Background: an optimization exercise with open tools, aiming at small area. Do not read the settings as production practice. Function was checked by simulation only, so behaviour that the tests miss may differ from the original. Power is estimated from default activity; no workload was simulated.

==> flow/design.v <==
package pio_pkg;
  parameter int PINS = 32;   
  typedef logic [PINS-1:0] word_t;
  typedef logic [15:0]     instr_t;
  typedef logic [4:0]      addr_t;
  typedef logic [5:0]      shift_count_t;   
  typedef enum logic [2:0] {
    op_jmp,
    op_wait,
    op_in,
    op_out,
    op_push_pull,
    op_mov,
    op_irq,
    op_set
  } opcode_e;
  typedef enum logic [1:0] {
    bop_none,
    bop_invert,
    bop_reverse,
    bop_reserved
  } bit_op_e;
  function automatic word_t apply_bit_op(word_t value, logic [1:0] bop);
    word_t reversed;
    for (int i = 0; i < PINS; i++) begin
      reversed[i] = value[PINS-1-i];
    end
    case (bop)
      2'd1:        apply_bit_op = ~value;
      2'd2:        apply_bit_op = reversed;
      default:     apply_bit_op = value;   
    endcase
  endfunction
endpackage
module pio_machine (
  input  logic         clk,
  input  logic         reset,
  input  logic         en,
  input  logic [15:0]  div_int,
  input  logic [15:0]  instr,
  input  logic [31:0]  din,
  input  logic         empty,
  input  logic         full,
  input  logic [31:0]  input_pins,
  input  logic [4:0]   wrap_target,
  input  logic [4:0]   wrap_top,
  input  logic [4:0]   jmp_pin,
  input  logic [4:0]   pins_out_base,
  input  logic [4:0]   pins_set_base,
  input  logic [4:0]   pins_in_base,
  input  logic [5:0]   pins_out_count,
  input  logic [2:0]   pins_set_count,
  input  logic         out_shift_dir,
  input  logic         in_shift_dir,
  input  logic [4:0]   osr_threshold,
  output logic [4:0]   pc,
  output logic         push,
  output logic         pull,
  output logic [31:0]  dout,
  output logic [31:0]  output_pins,
  output logic [31:0]  pin_directions,
  output logic         exec_stalled
);
  function automatic logic [31:0] rotl(logic [31:0] v, logic [4:0] k);
    logic [31:0] t;
    t = v;
    if (k[0]) t = {t[30:0], t[31]};
    if (k[1]) t = {t[29:0], t[31:30]};
    if (k[2]) t = {t[27:0], t[31:28]};
    if (k[3]) t = {t[23:0], t[31:24]};
    if (k[4]) t = {t[15:0], t[31:16]};
    rotl = t;
  endfunction
  function automatic logic [31:0] rev32(logic [31:0] v);
    for (int i = 0; i < 32; i++) rev32[i] = v[31-i];
  endfunction
  function automatic logic [31:0] therm(logic [4:0] n);
    for (int i = 0; i < 32; i++) therm[i] = (5'(i) < n);
  endfunction
  logic [31:0] x, y, isr, osr;
  logic [5:0]  osr_count;
  logic [4:0]  delay_cnt;
  logic [15:0] div_cnt;
  assign dout = isr;
  logic [2:0] op, op1;
  logic [4:0] op2, delay;
  assign op    = instr[15:13];
  assign delay = instr[12:8];
  assign op1   = instr[7:5];
  assign op2   = instr[4:0];
  logic is_jmp, is_wait, is_in, is_out, is_pp, is_mov, is_set;
  assign is_jmp  = (op == 3'd0);
  assign is_wait = (op == 3'd1);
  assign is_in   = (op == 3'd2);
  assign is_out  = (op == 3'd3);
  assign is_pp   = (op == 3'd4);
  assign is_mov  = (op == 3'd5);
  assign is_set  = (op == 3'd7);
  logic tick, slot, step;
  assign tick = (div_cnt == 16'd1);
  assign slot = en && tick;
  assign step = slot && (delay_cnt == 5'd0);
  logic [31:0] lm, hm, omask;
  assign lm    = therm(op2) | {32{op2 == 5'd0}};
  assign hm    = rev32(lm);
  assign omask = out_shift_dir ? lm : hm;   
  logic [2:0]  ssel;
  logic [31:0] src, srcm, r2in, r2out;
  logic [1:0]  bop;
  logic [4:0]  ka, kb, k2;
  logic        kc, kinv;
  logic        mov_src_pins, mov_rev, pin_dst;
  assign mov_src_pins = (op2[2:0] == 3'd0);
  assign mov_rev      = (op2[4:3] == 2'd2);
  assign pin_dst      = (op1 == 3'd0) || (op1 == 3'd4);
  always_comb begin
    case (op)
      3'd2:    ssel = op1;                           
      3'd3:    ssel = 3'd7;                          
      3'd4:    ssel = op1[2] ? 3'd1 : 3'd3;          
      3'd5:    ssel = op2[2:0];                      
      3'd7:    ssel = 3'd3;                          
      default: ssel = 3'd0;                          
    endcase
    case (ssel)
      3'd0:    src = input_pins;
      3'd1:    src = x;
      3'd2:    src = y;
      3'd6:    src = isr;
      3'd7:    src = osr;
      default: src = '0;
    endcase
  end
  assign srcm = (src & (is_out ? omask : '1)) | {27'b0, is_set ? op2 : 5'd0};
  assign bop  = is_mov ? op2[4:3] : 2'd0;
  assign r2in = (bop == 2'd1) ? ~srcm : (bop == 2'd2) ? rev32(srcm) : srcm;
  always_comb begin
    ka   = 5'd0;
    kb   = 5'd0;
    kc   = 1'b0;
    kinv = 1'b0;
    case (op)
      3'd0: begin   
        ka   = jmp_pin;
        kinv = 1'b1;
      end
      3'd1: begin   
        ka   = op2;
        kb   = (op1[1:0] == 2'd1) ? pins_in_base : 5'd0;
        kinv = 1'b1;
      end
      3'd2: begin   
        kb = (op1 == 3'd0) ? ~pins_in_base : 5'd0;
        kc = (op1 == 3'd0);
      end
      3'd3: begin   
        ka = pin_dst ? pins_out_base : 5'd0;
        kb = out_shift_dir ? 5'd0 : op2;
      end
      3'd5: begin   
        ka = (op1 == 3'd0) ? pins_out_base : 5'd0;
        kb = mov_src_pins ? (mov_rev ? pins_in_base : ~pins_in_base) : 5'd0;
        kc = mov_src_pins && !mov_rev;
      end
      3'd7: begin   
        ka = pin_dst ? pins_set_base : 5'd0;
      end
      default: ;
    endcase
  end
  assign k2    = (ka + kb + {4'd0, kc}) ^ {5{kinv}};
  assign r2out = rotl(r2in, k2);
  logic pin_bit;
  assign pin_bit = r2out[31];
  logic xz, yz, xne, osre_n, cond;
  assign xz     = (x == '0);
  assign yz     = (y == '0);
  assign xne    = (x != y);
  assign osre_n = (osr_count < ((osr_threshold == 5'd0) ? 6'd32 : {1'b0, osr_threshold}));
  always_comb begin
    case (op1)
      3'd0:    cond = 1'b1;
      3'd1:    cond = xz;
      3'd2:    cond = !xz;
      3'd3:    cond = yz;
      3'd4:    cond = !yz;
      3'd5:    cond = xne;
      3'd6:    cond = pin_bit;
      default: cond = osre_n;
    endcase
  end
  logic waiting, jmp;
  logic [4:0] jmp_addr;
  assign waiting = step && ((is_wait && !op1[1] && (pin_bit != op1[2])) ||
                            (is_pp && op1[0] && (op1[2] ? empty : full)));
  assign push    = step && is_pp && !op1[2] && !(op1[0] && full);
  assign pull    = step && is_pp && op1[2] && !empty;
  assign jmp     = step && ((is_jmp && cond) || ((is_out || is_mov) && (op1 == 3'd5)));
  assign jmp_addr = is_jmp ? op2 : r2out[4:0];
  logic shift_in, shift_out, osr_ld, isr_ld;
  assign shift_in  = step && is_in;
  assign shift_out = step && is_out;
  assign osr_ld    = step && ((is_pp && op1[2] && !(op1[0] && empty)) || (is_mov && op1 == 3'd7));
  assign isr_ld    = step && (((is_out || is_mov) && op1 == 3'd6) || (is_pp && !op1[2] && !(op1[0] && full)));
  logic [31:0] m1, m2, zmask, r1in, r1out;
  logic [4:0]  k1;
  logic        sdir;
  assign sdir  = is_in ? in_shift_dir : out_shift_dir;
  assign k1    = (shift_in || shift_out) ? (sdir ? (5'd0 - op2) : op2) : 5'd0;
  assign m1    = osr_ld ? '1 : (is_in && in_shift_dir) ? lm : '0;
  assign m2    = isr_ld ? '1 : (is_in && !in_shift_dir) ? lm : '0;
  assign zmask = is_out ? (out_shift_dir ? hm : lm) : '0;
  assign r1in  = is_out ? osr : ((r2out & m1) | (isr & ~m1));
  assign r1out = rotl(r1in, k1);
  logic x_ld, y_ld, x_dec, y_dec;
  assign x_ld  = step && (is_out || is_mov || is_set) && (op1 == 3'd1);
  assign y_ld  = step && (is_out || is_mov || is_set) && (op1 == 3'd2);
  assign x_dec = step && is_jmp && (op1 == 3'd2);
  assign y_dec = step && is_jmp && (op1 == 3'd4);
  always_ff @(posedge clk) begin
    if (reset) begin
      x <= '0;
      y <= '0;
    end else begin
      if (x_ld) x <= r2out;
      else if (x_dec) x <= x - 32'd1;
      if (y_ld) y <= r2out;
      else if (y_dec) y <= y - 32'd1;
    end
  end
  always_ff @(posedge clk) begin
    if (reset) begin
      isr <= '0;
    end else if (shift_in || isr_ld) begin
      isr <= (r2out & m2) | (r1out & ~m2);
    end
  end
  logic [6:0] osr_sum;
  assign osr_sum = {1'b0, osr_count} + {1'b0, (op2 == 5'd0), op2};
  always_ff @(posedge clk) begin
    if (reset) begin
      osr       <= '0;
      osr_count <= 6'd32;
    end else if (osr_ld) begin
      osr       <= pull ? din : r1out;
      osr_count <= '0;
    end else if (shift_out) begin
      osr       <= r1out & ~zmask;
      osr_count <= (osr_sum > 7'd32) ? 6'd32 : osr_sum[5:0];
    end
  end
  logic [4:0]  wbase;
  logic [5:0]  wcount, wend;
  logic [31:0] lb, le, window;
  logic        wr_pins, wr_dirs;
  assign wbase  = is_set ? pins_set_base : pins_out_base;
  assign wcount = is_set ? {3'b000, pins_set_count} : pins_out_count;
  assign wend   = {1'b0, wbase} + {1'b0, wcount[4:0]};
  assign lb     = therm(wbase);
  assign le     = therm(wend[4:0]);
  assign window = wcount[5] ? '1 : wend[5] ? (~lb | le) : (~lb & le);
  assign wr_pins = step && (is_out || is_mov || is_set) && (op1 == 3'd0);
  assign wr_dirs = step && (is_out || is_set) && (op1 == 3'd4);
  always_ff @(posedge clk) begin
    if (reset) begin
      output_pins    <= '0;
      pin_directions <= '0;
    end else begin
      for (int i = 0; i < 32; i++) begin
        if (wr_pins && window[i]) output_pins[i] <= r2out[i];
        if (wr_dirs && window[i]) pin_directions[i] <= r2out[i];
      end
    end
  end
  always_ff @(posedge clk) begin
    if (reset) begin
      pc           <= '0;
      delay_cnt    <= '0;
      exec_stalled <= 1'b0;
    end else if (slot) begin
      if (delay_cnt != 5'd0) begin
        delay_cnt <= delay_cnt - 5'd1;
      end else begin
        exec_stalled <= waiting;
        if (!waiting) begin
          delay_cnt <= delay;
          if (jmp) pc <= jmp_addr;
          else if (pc == wrap_top) pc <= wrap_target;
          else pc <= pc + 5'd1;
        end
      end
    end
  end
  always_ff @(posedge clk) begin
    if (reset) begin
      div_cnt <= div_int;
    end else if (en) begin
      if (tick) div_cnt <= div_int;
      else div_cnt <= div_cnt - 16'd1;
    end
  end
endmodule
==> flow/run.sh <==
#!/bin/bash
# synth_recipe.tcl (not shown) runs the flow's synth.tcl, then flattens the netlist and writes it again
# the make line also repeats each setting of config.mk as NAME=value (left out here)
make -C /OpenROAD-flow-scripts/flow DESIGN_CONFIG=/design/flow/config.mk WORK_HOME=/design/flow/orfs CLKGATE_MAP_FILE= SYNTH_SCRIPT=/design/flow/synth_recipe.tcl finish
==> flow/config.mk <==
export PLATFORM = sky130hd
export DESIGN_NAME = pio_machine
export DESIGN_NICKNAME = pio_machine
export VERILOG_FILES = /design/flow/design.v
export SDC_FILE = /design/flow/constraint.sdc
export NUM_CORES = 4
export LEC_CHECK = 0
export ABC_AREA = 1
export CAP_MARGIN = 20
export CORE_MARGIN = 2
export CORE_UTILIZATION = 30
export SLEW_MARGIN = 20
==> flow/constraint.sdc <==
create_clock -name core_clock -period 10.0 [get_ports {clk}]
set_input_delay 2.0000 -clock core_clock [delete_from_list [all_inputs] [get_ports {clk}]]
set_output_delay 2.0000 -clock core_clock [all_outputs]
set_load 0.01 [all_outputs]
==> flow_summary.yaml <==
outcome:
  outcome: "complete, no violations"
worst_setup_path:
  critical_path_class: "input pin to flip-flop"
  worstPathArrival_ns: 8.41
  required_ns: 10.51
  crit_family: "simple AND/OR/NAND/NOR gates"
  cpMostUsedCell: "nand3_1"
  slowest_stage: "clkdlybuf4s50_1"
  slowest_delay_ns: 0.64
  start_kind: "input pin"
  worst-path-max-fanout: 17
  crit_buf_inv: 6
  crit_path_end_kind: "flip-flop"
grt:
  top_usage_layer: "met2"
  grtUsageMet1: 0.472
  met2_usage: 0.532
  antenna_found_initial: 10
  grtUsageMet3: 0.0852
  grt_pass1_vias: 26692
  grt_pass1_wl_um: 196000
  grt_usage: 0.357
  grt_overflow: 0
  grt_max_degree: 87
clock_tree:
  post-cts-setup-buffers: 0
  cts_resized: 0
  cts_buffers: 30
  clk_latency_ns: 0.63
  cts.sinks: 225
  clk_pin_slew_ns: 0.06
  cts_tree: "yes"
  cts_hold_buf: 0
  h-tree-depth: 1
  clockBufferDepth: 3
  cts_root_buf: "clkbuf_16"
timing:
  fin_crit_sh: 0.790
  tightest_slew_ns: 0.956
  maxClockFrequency_mhz: 127
  rsz0062_at_grt: "no"
  timing.final.ws_setup_ns: 2.10
  max_slew_margin: 0.356
  tns_ns: 0
  finalSetupViolations: 0
  drv_slew: 0
  hold_violations: 0
  clock-skew-final_ns: 0.0258
  period_needed_ns: 7.90
layout:
  stdcell_area_mm2: 0.0268
  drive_gt1_frac: 0.0591
  instances_no_fill: 5004
  multi_input_area_mm2: 0.0152
  fillerInstances: 8165
  final_cell_mix: "nand3_1 (812), nand2_1 (740), o21ai_0 (435), inv_1 (359), nor2_1 (341)"
  post-route-util: 0.368
  syn2layout_area_growth_pct: 21.6
  regArea_mm2: 0.00466
  layout_commonest_cell: "nand3_1"
  fin_nets: 4198
floorplanning:
  initial_core_util: 0.303
  design.die.area_mm2: 0.0757
  dieHeight_um: 275
  core_mm2: 0.0728
  num_rows: 99
  die_x_um: 275
  io_pins: 251
drt:
  route.antenna.remaining_nets: 0
  drt-initial-drc-count: 3944
  num_vias: 29171
  routed_wl_um: 139000
  first_pass_iters: 7
  avgViaCountPerCell: 5.83
  wl_per_cell_um: 27.8
  drc: 0
pwr:
  p_per_area_mw_per_mm2: 136
  static-leakage-power_nw: 12.0
  ir_worst_vdd_mv: 0.108
synthesis:
  ys_seq_area_frac: 0.211
  yosys-top-cells-area: "dfxtp_1 (19%), nand3_1 (18%), nand2_1 (13%)"
  avgSynthCellArea_um2: 5.73
  synthCells: 3853
  ys_warn_count: 1
  synth_nets: 4033
  async_flop_share: 0
  synth_edf_count: 16
  syn-cell-area_mm2: 0.0221
  ys.flop_type: "dfxtp_1"
  ys_ff_latch: 225
  synth.top_cell.area_share: 0.190
  synth_area_leader_cell: "dfxtp_1"
  ys_types: 62
job:
  max-cap-violations: 0
placed_design:
  portBuffers: 250
  gp_congestion: 1.05
  postPlaceCellArea_mm2: 0.0257
  dpl.cell_count: 4944
  hpwl_um: 109000
  place_ws_ns: 1.73
worst_hold_path:
  hp-class: "flip-flop to flip-flop"
[metal layers]
metal | wire, um | up-vias
met2 | 58500 | 1705
met3 | 14500 | 347
met4 | 8660 | 8
li1 | - | 13449
met1 | 57500 | 13662
met5 | 38 | -
[cell type report]
type | instances | area share
Sequential cell | 225 | 0.174
Inverter | 379 | 0.0532
Tap cell | 959 | 0.0447
Timing Repair Buffer | 351 | 0.122
Multi-Input combinational cell | 3031 | 0.566
Clock inverter | 17 | 0.00960
Antenna cell | 3 | 0.000280
Clock buffer | 39 | 0.0307
[power breakdown]
| part | total (W) | leakage, nW | switching, W | internal (W) |
|---|---|---|---|---|
| combinational | 0.00150 | 9.61 | 0.00114 | 0.000357 |
| clock | 0.00123 | 0.524 | 0.000500 | 0.000734 |
| sequential | 0.000923 | 1.84 | 0.00000740 | 0.000916 |
| total | 0.00366 | 12.0 | 0.00165 | 0.00201 |
[state kept, by name, indices dropped and copies added, names as in the netlist]
register,flops
pc,5
osr,32
y,32
osr_count,6
x,32
isr,32
exec_stalled,1
delay_cnt,5
pin_directions,32
output_pins,32
div_cnt,16
[per-stage QoR]
stage / hold slack, ns / power (W)
after floorplan: 0.460 / 0.00157
final: 0.515 / 0.00366
after CTS: 0.510 / 0.00361
after global placement: 0.492 / 0.00240
after global routing: 0.527 / 0.00374
after detailed placement: 0.499 / 0.00238
[cells by family after synthesis]
family / share of synthesized area
DFF: 0.211
muxes: 0.00284
AOI/OAI and AO/OA: 0.206
buffers and inverters: 0.105
and+or+nand+nor: 0.423
adders and majority gates: 0.0219
xor gates and xnor gates: 0.0301
[path summary, 6_finish.rpt]
path	slack, ns	startpoint	cells after the start	end
worst max-delay path	2.10	instr[5]	28	isr[27]
worst min-delay path	0.52	delay_cnt[0]	2	delay_cnt[0]
worst max register to register	5.49	div_cnt[4]	28	y[30]
worst min register to register	0.52	delay_cnt[0]	2	delay_cnt[0]
[worst min-delay path, delay by kind of cell, from the launching register on]
family                 cells  cell delay [ns]
buffers and inverters      1             0.08
flip-flops                 1             0.32
AO/OA/AOI/OAI              1             0.06
[cell usage after synthesis (all sizes together), types with 8 or more instances]
cell type	count
nand4	50
xor2	30
a21oi	273
clkbuf	161
nand3	819
o211ai	17
o21ai	444
dfxtp	209
nor2	370
edfxtp	16
ha	29
nor3	33
a211oi	19
o22ai	18
o21a	8
a221oi	22
inv	373
buf	57
a31oi	13
nor4	10
or2	12
nand3b	19
nand2	751
xnor2	45

==> re-timing with driven ports <==
In the flow no input, the clock included, has a driving cell. The finished layout below was timed again as built, in two steps. Step 1: set_driving_cell puts a clkbuf_16 on clk and a buf_2 on each other input, an assumption about the parent block. Step 2 times the ports against the registers' clock, not the clock port: input delays grow and output delays shrink by t, the midpoint of the rising clock arrivals with the driver on. a / b / c = ideal ports / drivers / drivers and shift; a / b = the first two.
t (ns): 0.682
setup WS [ns]: 2.103 / 2.147 / 1.465
hold WS [ns]: 0.515 / 0.515 / 0.515
worst register clock-pin slew, ns: 0.07 / 0.07
After both steps this run still meets setup and hold. The setup slack of this run moves by +0.044 ns with the drivers and by -0.638 ns with both steps.
